Background: an optimization exercise with open tools, aiming at small area and a short achievable clock period. Do not read the settings as production practice. The RTL was checked by simulation tests, not by an equivalence proof against the original design. No activity file was given, so power comes from the tool's default toggle rates.

==> flow/design.v (excerpt) <==
module maf_rr_scheduler (
  input  logic        clk,
  input  logic        rst,
  input  logic [3:0]  in_valid,
  input  logic [39:0] in_data,
  output logic [3:0]  in_ready,
  input  logic [3:0]  clr,
  output logic        out_valid,
  input  logic        out_ready,
  output logic [9:0]  out_data,
  output logic [1:0]  out_ch,
  output logic        out_primed
);
Size in the first run: about 69 I/O pins, roughly 0.027 sq mm of cells after synthesis.
clock: 17.0 ns
lec_check: 0
cap_margin: 20
core_margin: 2
core_utilization: 65
cts_buf_list: sky130_fd_sc_hd__clkbuf_16
cts_cluster_diameter: 120
cts_cluster_size: 24
slew_margin: 20
standard.sh (not shown) runs the stock make flow with config.mk's settings and CLKGATE_MAP_FILE= SYNTH_SCRIPT=/design/flow/synth_recipe.tcl, a recipe that flattens the netlist after the stock synthesis.
==> flow/flow/run.sh <==
#!/bin/bash
# Standard layout (the standard.sh, unchanged synthesis), with:
#  - repair_timing aiming for a larger setup slack, so the achieved clock
#    period (not just the 17 ns target) is optimised;
#  - port buffers of a plain buf_2 cell (the resizer still sizes them).
set -euo pipefail
bash standard.sh SETUP_SLACK_MARGIN=8 "BUFFER_PORTS_ARGS=-buffer_cell sky130_fd_sc_hd__buf_2" finish > standard.log 2>&1
The baseline passed the timing, design-rule and antenna checks.
Edit:
--- a/flow/flow/run.sh
+++ b/flow/flow/run.sh
@@ -7 +7 @@
-bash standard.sh SETUP_SLACK_MARGIN=8 "BUFFER_PORTS_ARGS=-buffer_cell sky130_fd_sc_hd__buf_2" finish > standard.log 2>&1
+bash standard.sh SETUP_SLACK_MARGIN=10 "BUFFER_PORTS_ARGS=-buffer_cell sky130_fd_sc_hd__buf_2" finish > standard.log 2>&1
Result: Sequential cell count stays the same; maximum frequency goes up by 4.5%; utilization increases by 4.6 points; clock power decreases by about 1%; total power is higher by 9.1%; count of clock-buffer cells in the layout is unchanged; sequential power hardly moves; setup slack gets better by 0.38 ns; via count rose by 6.3%; cell area went up by 6.4%; die area does not change.
Edit:
--- a/flow/flow/run.sh
+++ b/flow/flow/run.sh
@@ -7 +7 @@
-bash standard.sh SETUP_SLACK_MARGIN=10 "BUFFER_PORTS_ARGS=-buffer_cell sky130_fd_sc_hd__buf_2" finish > standard.log 2>&1
+bash standard.sh SETUP_SLACK_MARGIN=9 "BUFFER_PORTS_ARGS=-buffer_cell sky130_fd_sc_hd__buf_2" finish > standard.log 2>&1
--- a/flow/config.mk
+++ b/flow/config.mk
@@ -10 +10 @@
-export CORE_UTILIZATION = 65
+export CORE_UTILIZATION = 75
Register-to-register slack got worse by 0.54 ns.
Utilization goes up by 11 points.
Setup slack degrades by 0.31 ns.
Edit:
--- a/flow/config.mk
+++ b/flow/config.mk
@@ -10 +10 @@
-export CORE_UTILIZATION = 75
+export CORE_UTILIZATION = 65
- The changed run went through all stages and came out clean
- cell count came out higher by 3.2%
- maximum frequency goes up by about 5%
- flip-flop and latch count does not change
- setup slack gets better by 0.41 ns
- global-route usage goes down by 11 points
- die area came out higher by about 15%
- non-clock buffer count rises by 4


The RTL this note starts from:
==> flow/design.v <==
module maf_rr_scheduler (
  input  logic        clk,
  input  logic        rst,
  input  logic [3:0]  in_valid,
  input  logic [39:0] in_data,
  output logic [3:0]  in_ready,
  input  logic [3:0]  clr,
  output logic        out_valid,
  input  logic        out_ready,
  output logic [9:0]  out_data,
  output logic [1:0]  out_ch,
  output logic        out_primed
);
  localparam logic [9:0] Q0 = 10'd477;
  localparam logic [6:0] R0 = 7'd13;
  function automatic logic [19:0] cadd10(input logic [9:0] a, input logic [9:0] b);
    logic [9:0] g, p, gg, pp, s0, s1;
    g  = a & b;
    p  = a ^ b;
    gg = g;
    pp = p;
    for (int l = 0; l < 4; l++) begin
      for (int i = 0; i < 10; i++) begin
        if (((i >> l) & 1) == 1) begin
          gg[i] = gg[i] | (pp[i] & gg[((i >> l) << l) - 1]);
          pp[i] = pp[i] & pp[((i >> l) << l) - 1];
        end
      end
    end
    s0[0] = p[0];
    s1[0] = ~p[0];
    for (int i = 1; i < 10; i++) begin
      s0[i] = p[i] ^ gg[i-1];
      s1[i] = p[i] ^ (gg[i-1] | pp[i-1]);
    end
    cadd10 = {s1, s0};
  endfunction
  function automatic logic [19:0] csa10(input logic [9:0] a, input logic [9:0] b,
                                        input logic [9:0] c, input logic ci);
    logic [9:0] s, k;
    s = a ^ b ^ c;
    k = (a & b) | (a & c) | (b & c);
    csa10 = {k[8:0], ci, s};
  endfunction
  function automatic logic [15:0] incdec8(input logic [7:0] x);
    logic [7:0] ci, bi;
    ci[0] = 1'b1;
    bi[0] = 1'b1;
    for (int i = 1; i < 8; i++) begin
      ci[i] = ci[i-1] & x[i-1];
      bi[i] = bi[i-1] & ~x[i-1];
    end
    incdec8 = {x ^ bi, x ^ ci};
  endfunction
  logic [3:0][13:0][9:0] hist_q;
  logic [3:0][9:0]       q_q;
  logic [3:0][6:0]       r_q;
  logic [3:0][3:0]       fill_q;
  logic [1:0]            last_q;
  logic [3:0]            lasth_q;    
  logic        out_valid_q;
  logic [9:0]  out_data_q;
  logic [1:0]  out_ch_q;
  logic        out_primed_q;
  logic [3:0] elig, gnt;
  logic [1:0] grant;
  logic       found, space, take, accept;
  assign elig  = in_valid & ~clr;
  assign found = |elig;
  always_comb begin
    case (last_q)
      2'd0:    gnt = elig[1] ? 4'b0010 : elig[2] ? 4'b0100 : elig[3] ? 4'b1000 : elig[0] ? 4'b0001 : 4'b0000;
      2'd1:    gnt = elig[2] ? 4'b0100 : elig[3] ? 4'b1000 : elig[0] ? 4'b0001 : elig[1] ? 4'b0010 : 4'b0000;
      2'd2:    gnt = elig[3] ? 4'b1000 : elig[0] ? 4'b0001 : elig[1] ? 4'b0010 : elig[2] ? 4'b0100 : 4'b0000;
      default: gnt = elig[0] ? 4'b0001 : elig[1] ? 4'b0010 : elig[2] ? 4'b0100 : elig[3] ? 4'b1000 : 4'b0000;
    endcase
  end
  assign grant    = {gnt[3] | gnt[2], gnt[3] | gnt[1]};
  assign space    = !out_valid_q || out_ready;
  assign take     = found && space;
  assign accept   = take && !rst;
  always_comb begin
    for (int i = 0; i < 4; i++) begin
      logic blk;
      blk = 1'b0;
      for (int j = 0; j < 4; j++)
        for (int l = 0; l < 4; l++)
          if (j != i && ((j - l + 3) % 4) < ((i - l + 3) % 4))
            blk = blk | (elig[j] & lasth_q[l]);
      in_ready[i] = elig[i] & !blk & space & !rst;
    end
  end
  logic [3:0][9:0] samp;
  logic [3:0][6:0] rr, dd;
  logic [3:0][5:0] sd;
  logic [3:0]      prim, empty;
  always_comb begin
    for (int i = 0; i < 4; i++) begin
      samp[i]  = in_data[10*i +: 10] ^ 10'h200;
      prim[i]  = fill_q[i][3] & fill_q[i][2] & fill_q[i][1];
      empty[i] = fill_q[i] == 4'd0;
      rr[i]    = empty[i] ? 7'd13 :
                 {{4{r_q[i][6]}}, r_q[i][6:4]} + {3'b0, r_q[i][3:0]};
      dd[i]    = {1'b0, samp[i][9:4]} + {5'b0, samp[i][9:8]};
      sd[i]    = {2'b0, samp[i][3:0]} + {2'b0, samp[i][7:4]} + {4'b0, samp[i][9:8]};
    end
  end
  logic [3:0] gq, go;
  logic       ge, gp;
  logic [9:0] q_g, o_g;
  logic [5:0] sd_g;
  logic [6:0] rr_g, dd_g;
  logic [2:0] rh_g;
  logic       primed;
  always_comb begin
    gq     = gnt & ~empty;
    go     = gnt & prim;
    ge     = |(gnt & empty);
    gp     = |(gnt & ~prim);
    q_g    = ge ? Q0 : 10'd0;
    rh_g   = ge ? R0[6:4] : 3'd0;
    o_g    = gp ? 10'd512 : 10'd0;
    rr_g   = '0;
    dd_g   = '0;
    sd_g   = '0;
    for (int i = 0; i < 4; i++) begin
      q_g    = q_g    | (gq[i]  ? q_q[i]          : 10'd0);
      rh_g   = rh_g   | (gq[i]  ? r_q[i][6:4]     : 3'd0);
      o_g    = o_g    | (go[i]  ? hist_q[i][13]   : 10'd0);
      rr_g   = rr_g   | (gnt[i] ? rr[i]           : 7'd0);
      dd_g   = dd_g   | (gnt[i] ? dd[i]           : 7'd0);
      sd_g   = sd_g   | (gnt[i] ? sd[i]           : 6'd0);
    end
    primed = |go;
  end
  logic [19:0] ad_t, cs_r, ad_r, cs_a, cs_y, ad_y, cs_n1, cs_n2, ad_n;
  logic [6:0]  t, po, r_new;
  logic [9:0]  y, quot, q_new;
  logic [2:0]  ft;
  logic        nz;
  assign ad_t  = cadd10({3'b0, rr_g}, {4'b0, sd_g});
  assign t     = ad_t[6:0];
  always_comb begin
    if (t[6])              ft = 3'b111;
    else if (t >= 7'd45)   ft = 3'd3;
    else if (t >= 7'd30)   ft = 3'd2;
    else if (t >= 7'd15)   ft = 3'd1;
    else                   ft = 3'd0;
    nz = !(t == 7'd0 || t == 7'd15 || t == 7'd30 || t == 7'd45);
  end
  assign cs_a  = csa10(q_g, {{7{rh_g[2]}}, rh_g}, {3'b0, dd_g}, 1'b0);
  assign cs_y  = csa10(cs_a[9:0], cs_a[19:10], {{7{ft[2]}}, ft}, 1'b0);
  assign ad_y  = cadd10(cs_y[9:0], cs_y[19:10]);
  assign y     = (nz && !ad_y[9]) ? ad_y[19:10] : ad_y[9:0];
  assign quot  = y ^ 10'h200;
  assign po    = {3'b0, o_g[3:0]} + {3'b0, o_g[7:4]} + {5'b0, o_g[9:8]};
  assign ad_r  = cadd10({3'b0, t}, {3'b111, ~po});
  assign r_new = ad_r[16:10];
  assign cs_n1 = csa10(cs_a[9:0], cs_a[19:10], ~{4'b0, o_g[9:4]}, 1'b1);
  assign cs_n2 = csa10(cs_n1[9:0], cs_n1[19:10], ~{8'b0, o_g[9:8]}, 1'b1);
  assign ad_n  = cadd10(cs_n2[9:0], cs_n2[19:10]);
  assign q_new = ad_n[9:0];
  always_ff @(posedge clk) begin
    for (int i = 0; i < 4; i++)
      if (take && gnt[i]) begin
        hist_q[i] <= {hist_q[i][12:0], samp[i]};
        q_q[i]    <= q_new;
        r_q[i]    <= r_new;
      end
  end
  always_ff @(posedge clk or posedge rst) begin
    if (rst) begin
      fill_q       <= '0;
      last_q       <= 2'd3;
      lasth_q      <= 4'b1000;
      out_valid_q  <= 1'b0;
      out_data_q   <= '0;
      out_ch_q     <= '0;
      out_primed_q <= 1'b0;
    end else begin
      for (int i = 0; i < 4; i++) begin
        if (clr[i])
          fill_q[i] <= '0;
        else if (take && gnt[i] && fill_q[i] != 4'd15)
          fill_q[i] <= fill_q[i] + 4'd1;
      end
      if (take) begin
        last_q       <= grant;
        lasth_q      <= gnt;
        out_valid_q  <= 1'b1;
        out_data_q   <= quot;
        out_ch_q     <= grant;
        out_primed_q <= primed;
      end else if (out_ready) begin
        out_valid_q  <= 1'b0;
      end
    end
  end
  assign out_valid  = out_valid_q;
  assign out_data   = out_data_q;
  assign out_ch     = out_ch_q;
  assign out_primed = out_primed_q;
endmodule
clock: 17.0 ns
lec_check: 0
cap_margin: 20
core_margin: 2
core_utilization: 65
cts_buf_list: sky130_fd_sc_hd__clkbuf_16
cts_cluster_diameter: 120
cts_cluster_size: 24
setup_slack_margin: 5
slew_margin: 20
run.sh (not shown) runs the stock make flow with config.mk's settings and CLKGATE_MAP_FILE= SYNTH_SCRIPT=/design/flow/synth_recipe.tcl, a recipe that flattens the netlist after the stock synthesis.
Stock flow here: none of the scripts above is used.
The starting point finished with timing, DRC and antenna clean.
Next try:
==> flow/flow/run.sh (new file) <==
#!/bin/bash
# Standard layout (the standard.sh, unchanged synthesis), with:
#  - repair_timing aiming for a larger setup slack, so the achieved clock
#    period (not just the 17 ns target) is optimised;
#  - port buffers of a plain buf_2 cell (the resizer still sizes them).
set -euo pipefail
bash standard.sh SETUP_SLACK_MARGIN=9 "BUFFER_PORTS_ARGS=-buffer_cell sky130_fd_sc_hd__buf_2" finish > standard.log 2>&1
==> flow/standard.sh (new file) <==
#!/bin/bash
# synth_recipe.tcl (not shown) runs the flow's synth.tcl, then flattens the netlist and writes it again
# the make line also repeats each setting of config.mk as NAME=value (left out here)
make -C /OpenROAD-flow-scripts/flow DESIGN_CONFIG=/design/flow/config.mk WORK_HOME=/design/flow/orfs CLKGATE_MAP_FILE= SYNTH_SCRIPT=/design/flow/synth_recipe.tcl "${@:-finish}"
--- a/flow/config.mk
+++ b/flow/config.mk
@@ -13,3 +13,2 @@
 export CTS_CLUSTER_SIZE = 24
-export SETUP_SLACK_MARGIN = 5
 export SLEW_MARGIN = 20
removed: flow/run.sh
Effect:
- The changed run finished with timing, DRC and antenna clean
- count of clock-buffer cells in the layout does not change
- cell area is higher by about 3%
- synthesized cell count is unchanged
- final cell count is higher by 3.8%
- critical path depth is lower by 2
- routed wire length is higher by 6.7%
- sequential share of layout area is lower by 2.1 points
- total power is higher by about 7%
- global-route usage is higher by 1.6 points
- core utilization is higher by 2.2 points
- combinational power is higher by 27%

what the ideal ports hide:
How much do the figures lean on ideal ports? The routed layouts below were timed once more, with nothing changed but the port constraints.
Step 1 assumes that a clkbuf_16 drives the clock port and a buf_2 every other input.
Step 2 adds t to the input delays and takes it off the output delays; t is the mean of the earliest and latest rising clock arrival at the registers after step 1. Input paths then give back, and output paths get back, about the clock's delay inside the block.
Three values: ideal ports, drivers, drivers and shift; two values: the first two.
| run | shift t [ns] | slack for setup (ns) | worst register clock-pin slew, ns |
|---|---|---|---|
| the first run of note 1 | 0.655 | 8.220 / 8.255 / 7.600 | 0.12 / 0.12 |
| the second run of note 1 | 0.677 | 8.595 / 8.604 / 7.927 | 0.11 / 0.11 |
| the third run of note 1 | 0.694 | 8.285 / 8.316 / 7.622 | 0.12 / 0.12 |
| the fourth run of note 1 | 0.672 | 8.698 / 8.711 / 8.039 | 0.10 / 0.10 |
| the first run of note 2 | 0.642 | 5.585 / 5.617 / 4.975 | 0.11 / 0.11 |
| the second run of note 2 | 0.659 | 8.123 / 8.135 / 7.477 | 0.11 / 0.11 |
After both steps setup and hold are still met in every run listed. For the second run of note 1, which loses most, drivers alone change the setup slack by +0.009 ns; drivers and shift together by -0.668 ns.
